Source: an optimization exercise on an open RTL-to-GDS flow (aim: small area and few clock cycles per item). Production flows keep margins and buffers that such runs may drop.
At most, simulation tests tie the RTL to the original design; equivalence was not proved.
For run 1, only the layout was checked, not whether the RTL still works.

==> flow/design.v (outline; a module is shown in full before it is edited, if it fits) <==
// module gaze_smoothed_zoom_crop_top: 1851 lines
// module gszc_fa: 4 lines
// module gszc_ha: 4 lines
// module gszc_han: 4 lines
module gaze_smoothed_zoom_crop_top (
	input  wire logic                                 clk,
	input  wire logic                                 arst_n,
	input  wire logic                                 gaze_valid,
	output wire logic                                 gaze_ready,
	input  wire logic signed [gszc_pkg::GAZE_W-1:0]   gaze_x,
	input  wire logic signed [gszc_pkg::GAZE_W-1:0]   gaze_y,
	input  wire logic                                 cfg_valid,
	output wire logic                                 cfg_ready,
	input  wire logic [gszc_pkg::CFG_IDX_W-1:0]       cfg_index,
	input  wire logic [gszc_pkg::CROP_W-1:0]          cfg_data,
	output wire logic                                 result_valid,
	input  wire logic                                 result_ready,
	output logic signed [gszc_pkg::GAZE_W-1:0]        result_center_x,
	output logic signed [gszc_pkg::GAZE_W-1:0]        result_center_y,
	output logic        [gszc_pkg::CROP_W-1:0]        result_crop_width,
	output logic        [gszc_pkg::CROP_W-1:0]        result_crop_height,
	output logic signed [gszc_pkg::CORNER_W-1:0]      result_corner_x,
	output logic signed [gszc_pkg::CORNER_W-1:0]      result_corner_y
);
  // ...
==> flow/run.sh <==
#!/bin/bash
# synth_recipe.tcl (not shown) runs the flow's synth.tcl, then flattens the netlist and writes it again
# the make line also repeats each setting of config.mk as NAME=value (left out here)
make -C /OpenROAD-flow-scripts/flow DESIGN_CONFIG=/design/flow/config.mk WORK_HOME=/design/flow/orfs CLKGATE_MAP_FILE= SYNTH_SCRIPT=/design/flow/synth_recipe.tcl finish
==> flow/config.mk <==
export PLATFORM = sky130hd
export DESIGN_NAME = gaze_smoothed_zoom_crop_top
export DESIGN_NICKNAME = gaze_smoothed_zoom_crop_top
export VERILOG_FILES = /design/flow/design.v
export SDC_FILE = /design/flow/constraint.sdc
export NUM_CORES = 4
export LEC_CHECK = 0
export CAP_MARGIN = 20
export CORE_MARGIN = 2
export CORE_UTILIZATION = 40
export CTS_CLUSTER_DIAMETER = 100
export CTS_CLUSTER_SIZE = 30
export SLEW_MARGIN = 20
export SYNTH_HIERARCHICAL = 1
export SYNTH_MINIMUM_KEEP_SIZE = 0
==> flow/constraint.sdc <==
create_clock -name core_clock -period 9.0 [get_ports {clk}]
set_input_delay 1.8000 -clock core_clock [delete_from_list [all_inputs] [get_ports {clk}]]
set_output_delay 1.8000 -clock core_clock [all_outputs]
set_load 0.01 [all_outputs]
==> tab_implementation.tex, run 1 <==
\begin{tabular}{lr}
\hline
Metric & Value \\
\hline
\multicolumn{2}{l}{\textbf{Status}} \\
\quad Outcome & no timing/DRC/antenna violations \\
\multicolumn{2}{l}{\textbf{Logic synthesis}} \\
\quad Number of warnings reported in the yosys synthesis log & 11 \\
\quad Post-Synth XOR/XNOR Area & between 3 and 4\% \\
\quad Dominant combinational cell family by area after synthesis & adder cells \\
\quad Portion of synthesized cell area occupied by the leading cell type & 29.6\% \\
\quad Cell type with the largest total area after synthesis & sky130\_fd\_sc\_hd\_\_fa\_1 \\
\quad Most frequent cell after synthesis & sky130\_fd\_sc\_hd\_\_fa\_1 \\
\multicolumn{2}{l}{\textbf{Place}} \\
\quad Gp weighted congestion & around 0.84 \\
\quad Sum of net half-perimeters after detailed placement & between 60 and 70 mm \\
\multicolumn{2}{l}{\textbf{Critical path}} \\
\quad Critical path's most frequent cell & sky130\_fd\_sc\_hd\_\_fa\_1 \\
\quad Launching point of the worst reg2reg path & p\_w\_s3[0] \\
\quad Cell type of the slowest stage on the worst timing path & sky130\_fd\_sc\_hd\_\_fa\_1 \\
\quad Largest fanout on the critical path & 6 \\
\quad Capture point of the critical path & cw\_s4[11] \\
\quad Cell family contributing the most delay on the critical path & adder cells \\
\multicolumn{2}{l}{\textbf{Detailed routing}} \\
\quad Number of nets with antenna violations after routing & 0 \\
\multicolumn{2}{l}{\textbf{Global routing}} \\
\quad Grt total ovfl & 0 \\
\quad M1 GR Usage & roughly 22\% \\
\quad Global-route total usage across every layer & 15.9\% \\
\quad Number of global-route vias before repair & roughly 24000 \\
\multicolumn{2}{l}{\textbf{CTS}} \\
\quad Clk sink count & between 500 and 600 \\
\multicolumn{2}{l}{\textbf{Die}} \\
\quad Number of top-level pins & 128 \\
\quad Number of well taps & 1380 \\
\multicolumn{2}{l}{\textbf{Layout}} \\
\quad Count of non-CTS buffers in the layout & 190 \\
\quad Share of final-layout standard cells stronger than drive strength 1 & between 7 and 8\% \\
\quad Core occupancy in the finished layout & between 40 and 50\% \\
\multicolumn{2}{l}{\textbf{STA}} \\
\quad Final critical-path required period & 8.59 ns \\
\quad Final Max Slew Viols & 0 \\
\quad Max transition margin & between 20\% and 30\% \\
\multicolumn{2}{l}{\textbf{Min path}} \\
\quad Min-Delay Path Class & reg2reg \\
\hline
\end{tabular}
==> inputs of run 2 (changes only) <==
--- a/flow/design.v
+++ b/flow/design.v
@@ -1098,21 +1098,19 @@
 	wire wmul_237, wmul_238;
 	gszc_fa u_wmul_237 (.a(wmul_201), .b(wmul_200), .c(wmul_236), .s(wmul_237), .co(wmul_238));
 	wire wmul_239, wmul_240;
 	gszc_fa u_wmul_239 (.a(wmul_203), .b(wmul_202), .c(wmul_238), .s(wmul_239), .co(wmul_240));
 	wire wmul_241, wmul_242;
 	gszc_fa u_wmul_241 (.a(wmul_205), .b(wmul_204), .c(wmul_240), .s(wmul_241), .co(wmul_242));
 	wire wmul_243, wmul_244;
 	gszc_fa u_wmul_243 (.a(wmul_207), .b(wmul_206), .c(wmul_242), .s(wmul_243), .co(wmul_244));
-	wire wmul_245, wmul_246;
-	gszc_fa u_wmul_245 (.a(wmul_209), .b(wmul_208), .c(wmul_244), .s(wmul_245), .co(wmul_246));
-	wire [10:0] wmul_247 = {1'b0, wmul_229, wmul_227, wmul_225, wmul_223, wmul_221, wmul_219, wmul_217, wmul_215, wmul_213, wmul_211} + {1'b0, wmul_228, wmul_226, wmul_224, wmul_222, wmul_220, wmul_218, wmul_216, wmul_214, wmul_212, wmul_210} + 11'(wmul_246);
-	assign p_w_b = {wmul_247[9], wmul_247[8], wmul_247[7], wmul_247[6], wmul_247[5], wmul_247[4], wmul_247[3], wmul_247[2], wmul_247[1], wmul_247[0], wmul_245, wmul_243, wmul_241, wmul_239, wmul_237, wmul_235, wmul_233, wmul_231, (move_b[0] & mag_w[0])};
-	assign wmul_co = wmul_247[10];
+	wire [11:0] wmul_245 = {1'b0, wmul_229, wmul_227, wmul_225, wmul_223, wmul_221, wmul_219, wmul_217, wmul_215, wmul_213, wmul_211, wmul_209} + {1'b0, wmul_228, wmul_226, wmul_224, wmul_222, wmul_220, wmul_218, wmul_216, wmul_214, wmul_212, wmul_210, wmul_208} + 12'(wmul_244);
+	assign p_w_b = {wmul_245[10], wmul_245[9], wmul_245[8], wmul_245[7], wmul_245[6], wmul_245[5], wmul_245[4], wmul_245[3], wmul_245[2], wmul_245[1], wmul_245[0], wmul_243, wmul_241, wmul_239, wmul_237, wmul_235, wmul_233, wmul_231, (move_b[0] & mag_w[0])};
+	assign wmul_co = wmul_245[11];
 	assign ovf_w_b = (move_b[13] & mag_w[6]) | (move_b[12] & mag_w[7]) | (move_b[13] & mag_w[7]) | (move_b[11] & mag_w[8]) | (move_b[12] & mag_w[8]) | (move_b[13] & mag_w[8]) | (move_b[10] & mag_w[9]) | (move_b[11] & mag_w[9]) | (move_b[12] & mag_w[9]) | (move_b[13] & mag_w[9]) | (move_b[9] & mag_w[10]) | (move_b[10] & mag_w[10]) | (move_b[11] & mag_w[10]) | (move_b[12] & mag_w[10]) | (move_b[13] & mag_w[10]) | (move_b[8] & mag_w[11]) | (move_b[9] & mag_w[11]) | (move_b[10] & mag_w[11]) | (move_b[11] & mag_w[11]) | (move_b[12] & mag_w[11]) | (move_b[13] & mag_w[11]) | wmul_104 | wmul_106 | wmul_162 | wmul_164 | wmul_196 | wmul_230 | wmul_co;
 	wire hmul_co;
 	wire hmul_1, hmul_2;
 	gszc_ha u_hmul_1 (.a((move_b[9] & mag_h[0])), .b((move_b[8] & mag_h[1])), .s(hmul_1), .co(hmul_2));
 	wire hmul_3, hmul_4;
 	gszc_fa u_hmul_3 (.a((move_b[10] & mag_h[0])), .b((move_b[9] & mag_h[1])), .c((move_b[8] & mag_h[2])), .s(hmul_3), .co(hmul_4));
 	wire hmul_5, hmul_6;
 	gszc_ha u_hmul_5 (.a((move_b[7] & mag_h[3])), .b((move_b[6] & mag_h[4])), .s(hmul_5), .co(hmul_6));
@@ -1349,21 +1347,19 @@
 	wire hmul_237, hmul_238;
 	gszc_fa u_hmul_237 (.a(hmul_201), .b(hmul_200), .c(hmul_236), .s(hmul_237), .co(hmul_238));
 	wire hmul_239, hmul_240;
 	gszc_fa u_hmul_239 (.a(hmul_203), .b(hmul_202), .c(hmul_238), .s(hmul_239), .co(hmul_240));
 	wire hmul_241, hmul_242;
 	gszc_fa u_hmul_241 (.a(hmul_205), .b(hmul_204), .c(hmul_240), .s(hmul_241), .co(hmul_242));
 	wire hmul_243, hmul_244;
 	gszc_fa u_hmul_243 (.a(hmul_207), .b(hmul_206), .c(hmul_242), .s(hmul_243), .co(hmul_244));
-	wire hmul_245, hmul_246;
-	gszc_fa u_hmul_245 (.a(hmul_209), .b(hmul_208), .c(hmul_244), .s(hmul_245), .co(hmul_246));
-	wire [10:0] hmul_247 = {1'b0, hmul_229, hmul_227, hmul_225, hmul_223, hmul_221, hmul_219, hmul_217, hmul_215, hmul_213, hmul_211} + {1'b0, hmul_228, hmul_226, hmul_224, hmul_222, hmul_220, hmul_218, hmul_216, hmul_214, hmul_212, hmul_210} + 11'(hmul_246);
-	assign p_h_b = {hmul_247[9], hmul_247[8], hmul_247[7], hmul_247[6], hmul_247[5], hmul_247[4], hmul_247[3], hmul_247[2], hmul_247[1], hmul_247[0], hmul_245, hmul_243, hmul_241, hmul_239, hmul_237, hmul_235, hmul_233, hmul_231, (move_b[0] & mag_h[0])};
-	assign hmul_co = hmul_247[10];
+	wire [11:0] hmul_245 = {1'b0, hmul_229, hmul_227, hmul_225, hmul_223, hmul_221, hmul_219, hmul_217, hmul_215, hmul_213, hmul_211, hmul_209} + {1'b0, hmul_228, hmul_226, hmul_224, hmul_222, hmul_220, hmul_218, hmul_216, hmul_214, hmul_212, hmul_210, hmul_208} + 12'(hmul_244);
+	assign p_h_b = {hmul_245[10], hmul_245[9], hmul_245[8], hmul_245[7], hmul_245[6], hmul_245[5], hmul_245[4], hmul_245[3], hmul_245[2], hmul_245[1], hmul_245[0], hmul_243, hmul_241, hmul_239, hmul_237, hmul_235, hmul_233, hmul_231, (move_b[0] & mag_h[0])};
+	assign hmul_co = hmul_245[11];
 	assign ovf_h_b = (move_b[13] & mag_h[6]) | (move_b[12] & mag_h[7]) | (move_b[13] & mag_h[7]) | (move_b[11] & mag_h[8]) | (move_b[12] & mag_h[8]) | (move_b[13] & mag_h[8]) | (move_b[10] & mag_h[9]) | (move_b[11] & mag_h[9]) | (move_b[12] & mag_h[9]) | (move_b[13] & mag_h[9]) | (move_b[9] & mag_h[10]) | (move_b[10] & mag_h[10]) | (move_b[11] & mag_h[10]) | (move_b[12] & mag_h[10]) | (move_b[13] & mag_h[10]) | (move_b[8] & mag_h[11]) | (move_b[9] & mag_h[11]) | (move_b[10] & mag_h[11]) | (move_b[11] & mag_h[11]) | (move_b[12] & mag_h[11]) | (move_b[13] & mag_h[11]) | hmul_104 | hmul_106 | hmul_162 | hmul_164 | hmul_196 | hmul_230 | hmul_co;
 	always_ff @(posedge clk or negedge arst_n) begin
 		if (!arst_n) v_s3 <= 1'b0;
 		else if (rdy_s3) v_s3 <= v_s2;
 	end
 	always_ff @(posedge clk) begin
 		if (rdy_s3 && v_s2) begin
 			cx_s3    <= cx_s2;
@@ -1830,20 +1826,18 @@
 wire xcn_33, xcn_34;
 gszc_fa u_xcn_33 (.a(xcn_9), .b(xcn_8), .c(xcn_32), .s(xcn_33), .co(xcn_34));
 wire xcn_35, xcn_36;
 gszc_fa u_xcn_35 (.a(xcn_11), .b(xcn_10), .c(xcn_34), .s(xcn_35), .co(xcn_36));
 wire xcn_37, xcn_38;
 gszc_fa u_xcn_37 (.a(xcn_13), .b(xcn_12), .c(xcn_36), .s(xcn_37), .co(xcn_38));
 wire xcn_39, xcn_40;
 gszc_fa u_xcn_39 (.a(xcn_15), .b(xcn_14), .c(xcn_38), .s(xcn_39), .co(xcn_40));
-wire xcn_41, xcn_42;
-gszc_fa u_xcn_41 (.a(xcn_17), .b(xcn_16), .c(xcn_40), .s(xcn_41), .co(xcn_42));
-wire [5:0] xcn_43 = {1'b0, 1'b1, ~result_center_x[12], xcn_23, xcn_21, xcn_19} + {1'b0, 1'b0, xcn_24, xcn_22, xcn_20, xcn_18} + 6'(xcn_42);
-assign result_corner_x = {xcn_43[4], xcn_43[3], xcn_43[2], xcn_43[1], xcn_43[0], xcn_41, xcn_39, xcn_37, xcn_35, xcn_33, xcn_31, xcn_29, xcn_27, xcn_25};
+wire [6:0] xcn_41 = {1'b0, 1'b1, ~result_center_x[12], xcn_23, xcn_21, xcn_19, xcn_17} + {1'b0, 1'b0, xcn_24, xcn_22, xcn_20, xcn_18, xcn_16} + 7'(xcn_40);
+assign result_corner_x = {xcn_41[5], xcn_41[4], xcn_41[3], xcn_41[2], xcn_41[1], xcn_41[0], xcn_39, xcn_37, xcn_35, xcn_33, xcn_31, xcn_29, xcn_27, xcn_25};
 	wire ycn_1, ycn_2;
 gszc_ha u_ycn_1 (.a(result_center_y[0]), .b(~ch_s4[1]), .s(ycn_1), .co(ycn_2));
 wire ycn_3, ycn_4;
 gszc_ha u_ycn_3 (.a(result_center_y[1]), .b(~ch_s4[2]), .s(ycn_3), .co(ycn_4));
 wire ycn_5, ycn_6;
 gszc_ha u_ycn_5 (.a(result_center_y[2]), .b(~ch_s4[3]), .s(ycn_5), .co(ycn_6));
 wire ycn_7, ycn_8;
 gszc_ha u_ycn_7 (.a(result_center_y[3]), .b(~ch_s4[4]), .s(ycn_7), .co(ycn_8));
@@ -1874,20 +1868,18 @@
 wire ycn_33, ycn_34;
 gszc_fa u_ycn_33 (.a(ycn_9), .b(ycn_8), .c(ycn_32), .s(ycn_33), .co(ycn_34));
 wire ycn_35, ycn_36;
 gszc_fa u_ycn_35 (.a(ycn_11), .b(ycn_10), .c(ycn_34), .s(ycn_35), .co(ycn_36));
 wire ycn_37, ycn_38;
 gszc_fa u_ycn_37 (.a(ycn_13), .b(ycn_12), .c(ycn_36), .s(ycn_37), .co(ycn_38));
 wire ycn_39, ycn_40;
 gszc_fa u_ycn_39 (.a(ycn_15), .b(ycn_14), .c(ycn_38), .s(ycn_39), .co(ycn_40));
-wire ycn_41, ycn_42;
-gszc_fa u_ycn_41 (.a(ycn_17), .b(ycn_16), .c(ycn_40), .s(ycn_41), .co(ycn_42));
-wire [5:0] ycn_43 = {1'b0, 1'b1, ~result_center_y[12], ycn_23, ycn_21, ycn_19} + {1'b0, 1'b0, ycn_24, ycn_22, ycn_20, ycn_18} + 6'(ycn_42);
-assign result_corner_y = {ycn_43[4], ycn_43[3], ycn_43[2], ycn_43[1], ycn_43[0], ycn_41, ycn_39, ycn_37, ycn_35, ycn_33, ycn_31, ycn_29, ycn_27, ycn_25};
+wire [6:0] ycn_41 = {1'b0, 1'b1, ~result_center_y[12], ycn_23, ycn_21, ycn_19, ycn_17} + {1'b0, 1'b0, ycn_24, ycn_22, ycn_20, ycn_18, ycn_16} + 7'(ycn_40);
+assign result_corner_y = {ycn_41[5], ycn_41[4], ycn_41[3], ycn_41[2], ycn_41[1], ycn_41[0], ycn_39, ycn_37, ycn_35, ycn_33, ycn_31, ycn_29, ycn_27, ycn_25};
 	assign result_valid       = v_s4;
 endmodule
 `default_nettype wire
 module gszc_fa (input wire logic a, input wire logic b, input wire logic c, output wire logic s, output wire logic co);
 	assign s  = a ^ b ^ c;
 	assign co = (a & b) | (a & c) | (b & c);
 endmodule
 module gszc_ha (input wire logic a, input wire logic b, output wire logic s, output wire logic co);
==> tab_implementation.tex, run 2 <==
\begin{tabular}{lr}
\hline
Metric & Value \\
\hline
\multicolumn{2}{l}{\textbf{CTS}} \\
\quad Buffers inserted during post-CTS setup optimization & 0 \\
\quad Clock transition at the registers of the reported paths & $\sim$0.12 ns \\
\quad Cell at the root of the clock tree & sky130\_fd\_sc\_hd\_\_clkbuf\_16 \\
\quad Deepest clock path buffer count & 3 \\
\quad Total number of H-tree levels & 1 \\
\quad Clock latency of the later-clocked register in the worst-skew pair & roughly 0.67 ns \\
\quad Clk sink count & 546 (unchanged) \\
\quad TritonCTS Buffers & 28 \\
\quad CTS tree & yes \\
\multicolumn{2}{l}{\textbf{Global routing}} \\
\quad Maximum number of pins on one net before global-route repair & 145 \\
\quad Number of antenna violations at the first check in global routing & 6 \\
\quad Global-route total usage across every layer & 16.0\% (+0.11 points) \\
\quad First-pass GRT wire length & between 100 and 150 mm \\
\quad Grt total ovfl & 0 (unchanged) \\
\quad Number of global-route vias before repair & 23916 (-1.2\%) \\
\multicolumn{2}{l}{\textbf{Logic synthesis}} \\
\quad Portion of synthesized cell area occupied by the leading cell type & 29.4\% (-0.26 points) \\
\quad Number of distinct library cell variants in the gate-level netlist after synthesis & between 70 and 80 \\
\quad Part of the Yosys area used for sequential elements & 37.4\% \\
\quad Share of async-settable or async-resettable flops after synthesis & 21.2\% \\
\quad Cell area after synthesis & 41700 um\^{}2 \\
\quad Number of warnings reported in the yosys synthesis log & 11 (unchanged) \\
\quad Post-synthesis cell count & 2972 \\
\quad Synth cell count leaders & sky130\_fd\_sc\_hd\_\_fa\_1, sky130\_fd\_sc\_hd\_\_edfxtp\_1, sky130\_fd\_sc\_hd\_\_ha\_1 \\
\quad Most frequent cell after synthesis & sky130\_fd\_sc\_hd\_\_fa\_1 \\
\quad Post-synth EDFFs & about 400 \\
\quad Synthesis-stage register bit count & between 500 and 600 \\
\quad Post-synth top flop & sky130\_fd\_sc\_hd\_\_edfxtp\_1 \\
\quad Mean cell area of the mapped netlist & roughly 14 um\^{}2 \\
\quad Cell type with the largest total area after synthesis & sky130\_fd\_sc\_hd\_\_fa\_1 \\
\quad Cell types occupying the most area after synthesis & sky130\_fd\_sc\_hd\_\_fa\_1, sky130\_fd\_sc\_hd\_\_edfxtp\_1, sky130\_fd\_sc\_hd\_\_ha\_1, sky130\_fd\_sc\_hd\_\_dfrtp\_1, sky130\_fd\_sc\_hd\_\_and2\_1 \\
\multicolumn{2}{l}{\textbf{Die}} \\
\quad Core box area & 103000 um\^{}2 \\
\quad Die Height & $\sim$330 um \\
\quad Std-Cell Rows & about 120 \\
\quad Number of top-level pins & 128 (unchanged) \\
\quad Horizontal die dimension & 327 um \\
\quad Area of the die & roughly 110000 um\^{}2 \\
\quad Effective utilization at floorplan & about 40\% \\
\multicolumn{2}{l}{\textbf{Critical path}} \\
\quad Critical Path Start & p\_w\_s3[3] \\
\quad Kind of start point of the critical path & flip-flop \\
\quad Critical path's most frequent cell & sky130\_fd\_sc\_hd\_\_fa\_1 \\
\quad Cell type of the slowest stage on the worst timing path & sky130\_fd\_sc\_hd\_\_fa\_1 \\
\quad Largest fanout on the critical path & 12 (+6) \\
\quad Maximum single-stage delay on the critical path & 0.53 ns \\
\quad Launching point of the worst reg2reg path & p\_w\_s3[3] \\
\quad Data arrival time of the critical path & between 8 and 9 ns \\
\quad Endpoint class of the critical path & flip-flop \\
\quad Critical Setup Path Class & reg2reg \\
\quad Required time at the worst-slack endpoint & about 9.4 ns \\
\multicolumn{2}{l}{\textbf{STA}} \\
\quad Final cycle utilization of the critical path & a little over nine tenths \\
\quad Max transition margin & 28.7\% (-0.97 points) \\
\quad Worst Tran Pin Value & 1.07 ns \\
\quad Post-route setup slack & 0.400 ns \\
\quad Final Hold Fails & 0 \\
\quad Final critical-path required period & 8.60 ns (+0.00542 ns) \\
\quad Worst Skew & around 0.09 ns \\
\quad Setup Total Neg Slack & 0 ns \\
\quad Final setup violation count & 0 \\
\quad Max Clk Rate & about 120 MHz \\
\quad Final Max Slew Viols & 0 (unchanged) \\
\quad WHS & around 0.42 ns \\
\multicolumn{2}{l}{\textbf{Place}} \\
\quad Dpl cell area & 44700 um\^{}2 \\
\quad Pre-CTS worst setup slack & roughly 0.027 ns \\
\quad Port Buffers & $\sim$130 \\
\quad Gp weighted congestion & 0.822 (-1.6\%) \\
\quad Sum of net half-perimeters after detailed placement & 63.9 mm (+0.39\%) \\
\quad Cell count after placement & 4468 \\
\multicolumn{2}{l}{\textbf{Flow run}} \\
\quad Number of max-cap violations & 0 \\
\multicolumn{2}{l}{\textbf{Layout}} \\
\quad Core occupancy in the finished layout & 44.2\% (-0.54 points) \\
\quad Most frequent standard cell in the layout excluding fill and tap cells & sky130\_fd\_sc\_hd\_\_fa\_1 \\
\quad Post-layout net count & roughly 4200 \\
\quad Synth-to-Final Area Change & 9.77\% \\
\quad Biggest regs & win\_x\_q: 130 flops, win\_y\_q: 130 flops \\
\quad Final non-filler cell area & 45800 um\^{}2 \\
\quad Share of final-layout standard cells stronger than drive strength 1 & 6.43\% (-0.97 points) \\
\quad Most used cells in the layout excluding fill and tap cells & sky130\_fd\_sc\_hd\_\_fa\_1, sky130\_fd\_sc\_hd\_\_edfxtp\_1, sky130\_fd\_sc\_hd\_\_ha\_1 \\
\quad Layout Cells excl Fill & between 4000 and 5000 \\
\multicolumn{2}{l}{\textbf{Detailed routing}} \\
\quad Wire length on met2 & 38.0 mm \\
\quad Total number of vias & 22301 \\
\quad Drt initial violations & 1155 \\
\quad Total length of routed met3 wires & about 4.2 mm \\
\quad Detail-routed net length per standard cell & approximately 18 um \\
\quad Met1 Routed Length & around 40 mm \\
\quad Routed WL & roughly 83 mm \\
\quad Uppermost layer routed & met5 \\
\quad First-pass iteration count of the detailed router & 5 \\
\quad Detailed-route vias per instance & slightly below 5 \\
\quad Drt drc & 0 \\
\quad Number of nets with antenna violations after routing & 0 (unchanged) \\
\multicolumn{2}{l}{\textbf{Min path}} \\
\quad Hold Crit Start & win\_y\_q[1][5] \\
\quad Min-Delay Path Class & reg2reg \\
\multicolumn{2}{l}{\textbf{Status}} \\
\quad Outcome & no timing/DRC/antenna violations \\
\hline
\end{tabular}
[run 2: cell types whose count changed after synthesis, moves of 10 or more]
cell,delta
sky130_fd_sc_hd__o21a_1,+22
sky130_fd_sc_hd__and2_1,-28
sky130_fd_sc_hd__nand3_1,-12
sky130_fd_sc_hd__nor3_1,-12
sky130_fd_sc_hd__o21ai_0,-21
sky130_fd_sc_hd__inv_1,-13
sky130_fd_sc_hd__a21boi_0,-11
sky130_fd_sc_hd__a22oi_1,-10
sky130_fd_sc_hd__mux2_2,+13
sky130_fd_sc_hd__xnor2_1,+25
sky130_fd_sc_hd__nand2_1,-20
sky130_fd_sc_hd__and3_1,+16
[run 2: final timing paths]
| check | to | slack, ns | depth (start not counted) |
|---|---|---|---|
| max in group asynchronous | max_w_q[1] | 6.56 | 2 |
| hold reg to reg | win_y_q[0][5] | 0.42 | 0 |
| hold / removal | win_y_q[0][5] | 0.42 | 0 |
| min in group asynchronous | sum_x_q[7] | 1.09 | 1 |
| setup reg to reg | cw_s4[9] | 0.40 | 30 |
| setup / recovery | cw_s4[9] | 0.40 | 30 |
[run 2: layer usage]
layer | GRT usage [%] | vias up
met2 | 25.1 | 364
met1 | 23.4 | 11529
met3 | 3.04 | 79
met5 | 0 | -
li1 | - | 10327
met4 | 3.06 | 2
[run 2: cells by family after synthesis]
logic type / count (synthesis) / synth area share, %
flops: 546 / 37.4
buf+inv: 262 / 2.52
other cells: 1 / 0.00899
compound gates: 302 / 4.79
mux: 83 / 2.24
simple gates: 568 / 7.54
fa+ha+maj: 1011 / 41.4
xor+xnor: 199 / 4.18
[run 2: Yosys stat by module, one instance, submodules excluded]
module | flip-flops and latches | area, um^2 | times used | cells inside
gszc_ha | 0 | 12.5 | 224 | 1
gaze_smoothed_zoom_crop_top | 546 | 27000 | 1 | 2156
gszc_fa | 0 | 20.0 | 592 | 1
[run 2: worst max-delay path, delay by kind of cell, from the launching register on]
family	cells	cell delay, ns
flip-flops	1	0.49
XOR/XNOR	1	0.14
AND/OR/NAND/NOR	1	0.07
AO/OA/AOI/OAI	12	2.23
buffers and inverters	2	0.12
adder cells (fa/ha/maj)	14	5.32
[run 2: cell type report]
class / count / area, um^2
clock inverter: 13 / 260
multi-input combinational: 2214 / 25300
clock buffer: 39 / 742
tap: 1380 / 1730
antenna: 1 / 2.50
fill: 9380 / 57700
sequential: 546 / 15600
inverter: 174 / 662
timing repair buffer: 154 / 1510
[run 2: repair_timing]
action	in CTS	in global routing
endpoints found under the setup margin	0	22
hold buffers	0	0
gates resized for setup	0	5
Testbench counts of run 2, summed over its fixed seeds: cycles 9,632, items 9,528.

-- port drivers added, routing unchanged --
Ports are ideal in the flow. The routed layouts listed here were re-timed in OpenROAD. Step 1 sets driving cells, clkbuf_16 on the clock port and buf_2 on the other inputs (assumed; they add their load-dependent delay and slew). Step 2, shift: input delay + t, output delay - t, t = (earliest + latest rising clock arrival at the registers) / 2. This alone moves slack from input paths to output paths. Three values: ideal, step 1, step 2; two values: the first two.
run | shift t [ns] | slack for setup (ns) | hold slack, ns | slew at the worst register clock pin (ns) | pins driven straight from the clock port
run 1 | 0.655 | 0.406 / 0.406 / 0.096 | 0.422 / 0.422 / 0.422 | 0.11 / 0.11 | 1
run 2 | 0.698 | 0.400 / 0.400 / 0.043 | 0.417 / 0.417 / 0.417 | 0.12 / 0.12 | 1
After both steps setup and hold are still met in every run listed. For run 2, which loses most, drivers alone change the setup slack by 0.000 ns; drivers and shift together by -0.357 ns.
